Background: an optimization exercise with open tools, aiming at small area, a short achievable clock period and few clock cycles. Do not read the settings as production practice.
In this exercise RTL edits were held to simulation tests only and were not proved equivalent to the original.
Power figures rest on the tool's default switching activity, not on a simulated workload.

## job 5517
==> flow/design.v (excerpt) <==
module gem_img_line_decoder (
  input  logic        clk,
  input  logic        rst_n,
  input  logic        in_valid,
  output logic        in_ready,
  input  logic [7:0]  in_data_byte,
  input  logic        in_image_start,
  output logic        out_valid,
  input  logic        out_ready,
  output logic [1:0]  out_run_kind,
  output logic [7:0]  out_fill_byte,
  output logic [63:0] out_pattern_word,
  output logic [15:0] out_byte_count,
  output logic        out_end_of_line,
  output logic [7:0]  out_line_repeats,
  output logic        out_image_done,
  input  logic        cfg_valid,
  output logic        cfg_ready,
  input  logic [1:0]  cfg_index,
  input  logic [15:0] cfg_data
);
  logic [3:0]  plen_r;
  logic [15:0] lb_r;
  logic [15:0] lt_r;
  logic        a_vld, b_vld, ir_r;
  logic [7:0]  a_d, b_d;
  logic        b_s;
  logic [3:0]  ph_r;
  logic [15:0] bl_r;       
  logic [15:0] ll_r;       
  logic        act_r;      
  logic [7:0]  rep_r;      
  logic [10:0] tc_r;       
  logic [2:0]  idx_r;      
  logic        out_vld_r;
  logic [1:0]  kind_r;
  logic [7:0]  fill_r;
  logic [63:0] store_r;
  logic [10:0] cnt_r;      
  logic        eol_r;
  logic [7:0]  reps_r;
  logic        done_r;
  logic in_take, step, a_free, a_new_vld, a_new_s, init;
  logic b_vld_nxt;
  assign in_ready  = ir_r;
  assign in_take   = in_valid && !b_vld;
  assign step      = a_vld && (!out_vld_r || out_ready);
  assign a_free    = !a_vld || step;
  assign a_new_vld = b_vld || in_take;
  assign a_new_s   = b_vld ? b_s : in_image_start;
  assign init      = a_free && a_new_vld && a_new_s;
  assign b_vld_nxt = a_free ? 1'b0 : a_new_vld;
  assign cfg_ready = 1'b1;
  always_ff @(posedge clk) begin
    if (!rst_n) begin
      a_vld <= 1'b0;
      b_vld <= 1'b0;
      ir_r  <= 1'b1;
  ...
Size: about 210 flip-flops, roughly 140 I/O pins, about 9900 um^2 of cells after synthesis.
clock: 10.5 ns
lec_check: 0
abc_area: 1
cap_margin: 20
core_margin: 2
core_utilization: 60
place_density: 0.75
setup_slack_margin: 5
slew_margin: 20
tns_end_percent: 5
standard.sh (not shown) runs the stock make flow with config.mk's settings and CLKGATE_MAP_FILE= SYNTH_SCRIPT=/design/flow/synth_recipe.tcl, a recipe that flattens the netlist after the stock synthesis.
==> flow/flow/run.sh <==
#!/bin/bash
set -euo pipefail
bash standard.sh SETUP_SLACK_MARGIN=7.5 \
  "BUFFER_PORTS_ARGS=-buffer_cell sky130_fd_sc_hd__buf_1" \
  "CTS_ARGS=-sink_clustering_enable -repair_clock_nets -dont_use_dummy_load -sink_clustering_size 24 -sink_clustering_max_diameter 80 -buf_list sky130_fd_sc_hd__clkbuf_16" \
  finish > standard.log 2>&1
Testbench counts of job 5517, summed over its fixed seeds: cycles 18,194.
[inputs] job 971 vs job 5517
- a change of SLEW_MARGIN from 20 to 5
- a change of CAP_MARGIN from 20 to 5
- a deleted TNS_END_PERCENT that had been 5
--- a/flow/flow/run.sh
+++ b/flow/flow/run.sh
@@ -3 +3 @@
-bash standard.sh SETUP_SLACK_MARGIN=7.5 \
+bash standard.sh SETUP_SLACK_MARGIN=7.3 \
Going from job 5517 to job 971, met2 layer usage reported by global route shrinks by 1.7 points. [compare] base=job 5517 new=job 971: register fraction of the total cell area increased 2.0 points, leakage dissipation decreased 0.23 nW, final net count decreased 3.3%. Setup WNS job 5517 -> job 971: worse. Job 971 against job 5517: total power divided by cell area moved up, final clock period utilization by the worst path saw an increase, via count saw a decrease. Detailed placer's ending HPWL for job 971: about 2% down relative to job 5517. On worst reg-to-reg setup slack, job 5517 beats job 971. Of the two values seen for startpoint-to-endpoint class of the critical path, reg -> out was produced by job 5517 and in -> reg by job 971. According to the power report, total power for job 971 is lower than for job 5517.
What job 6332 does differently from job 971 at the input level:
- CAP_MARGIN changed from 5 to 20
- SLEW_MARGIN changed from 5 to 20
==> flow/flow/run.sh <==
#!/bin/bash
set -euo pipefail
bash standard.sh SETUP_SLACK_MARGIN=7.3 \
  "BUFFER_PORTS_ARGS=-buffer_cell sky130_fd_sc_hd__buf_1" \
  "CTS_ARGS=-sink_clustering_enable -repair_clock_nets -dont_use_dummy_load -sink_clustering_size 30 -sink_clustering_max_diameter 120" \
  finish > standard.log 2>&1
[summary]
Job 6332 ran to completion and came out clean on the timing, DRC and antenna checks.
Count of clock-buffer cells in the layout, job 971 and job 6332, lower one = job 6332.
met3 routing resource usage after global routing across job 971 and job 6332: no real change.
On shortest clock period the worst path allows after layout, the higher figure sits with job 6332, not job 971.
--- input diff job 6332..job 268 ---
- GPL_TIMING_DRIVEN: unset -> 1
--- a/flow/flow/run.sh
+++ b/flow/flow/run.sh
@@ -5 +5 @@
-  "CTS_ARGS=-sink_clustering_enable -repair_clock_nets -dont_use_dummy_load -sink_clustering_size 30 -sink_clustering_max_diameter 120" \
+  "CTS_ARGS=-sink_clustering_enable -repair_clock_nets -dont_use_dummy_load -sink_clustering_size 24 -sink_clustering_max_diameter 80 -buf_list sky130_fd_sc_hd__clkbuf_16" \
### Flow results
Of job 6332 and job 268, the lower via count of the first global-routing pass belongs to job 6332.
Proportion of power drawn by flip-flops and latches, job 6332 and job 268: larger value in job 6332
Any difference in maximum frequency between job 268 and job 6332 is small enough to ignore.
Via count on job 268 is ahead of job 6332.
Between job 6332 and job 268, the global-route usage does not differ in any meaningful way.
In the reports for job 6332 and job 268, the smaller post-CTS clock slew at the launch and capture registers of the worst setup and hold paths belongs to job 268.
Setup slack in job 268 is larger than in job 6332.

[port drivers added, routing unchanged]
The results above use ideal ports. As a check the final layouts listed here were re-extracted and re-timed, cells and wires unchanged. Step 1 sets driving cells, clkbuf_16 on the clock port and buf_2 on the other inputs (assumed; they add their load-dependent delay and slew). Step 2 adds t to the input delays and takes it off the output delays; t is the mean of the earliest and latest rising clock arrival at the registers after step 1. Input paths then give back, and output paths get back, about the clock's delay inside the block. Slacks: ideal / step 1 / step 2; pairs: ideal / step 1.
run | shift t [ns] | slack for setup (ns) | worst setup path at the end | worst data-port slew with drivers (ns) | cell pins on the clock port's net
job 5517 | 0.490 | 7.375 / 7.329 / 7.018 | input to register | 0.06 | 1
job 971 | 0.496 | 7.331 / 7.288 / 6.840 | input to register | 0.05 | 1
job 6332 | 0.504 | 7.327 / 7.304 / 6.832 | input to register | 0.04 | 1
job 268 | 0.496 | 7.331 / 7.288 / 6.840 | input to register | 0.05 | 1
After both steps every run listed still meets setup and hold. The setup slack of job 6332, which loses most, moves by -0.023 ns with the drivers and by -0.495 ns with both steps.
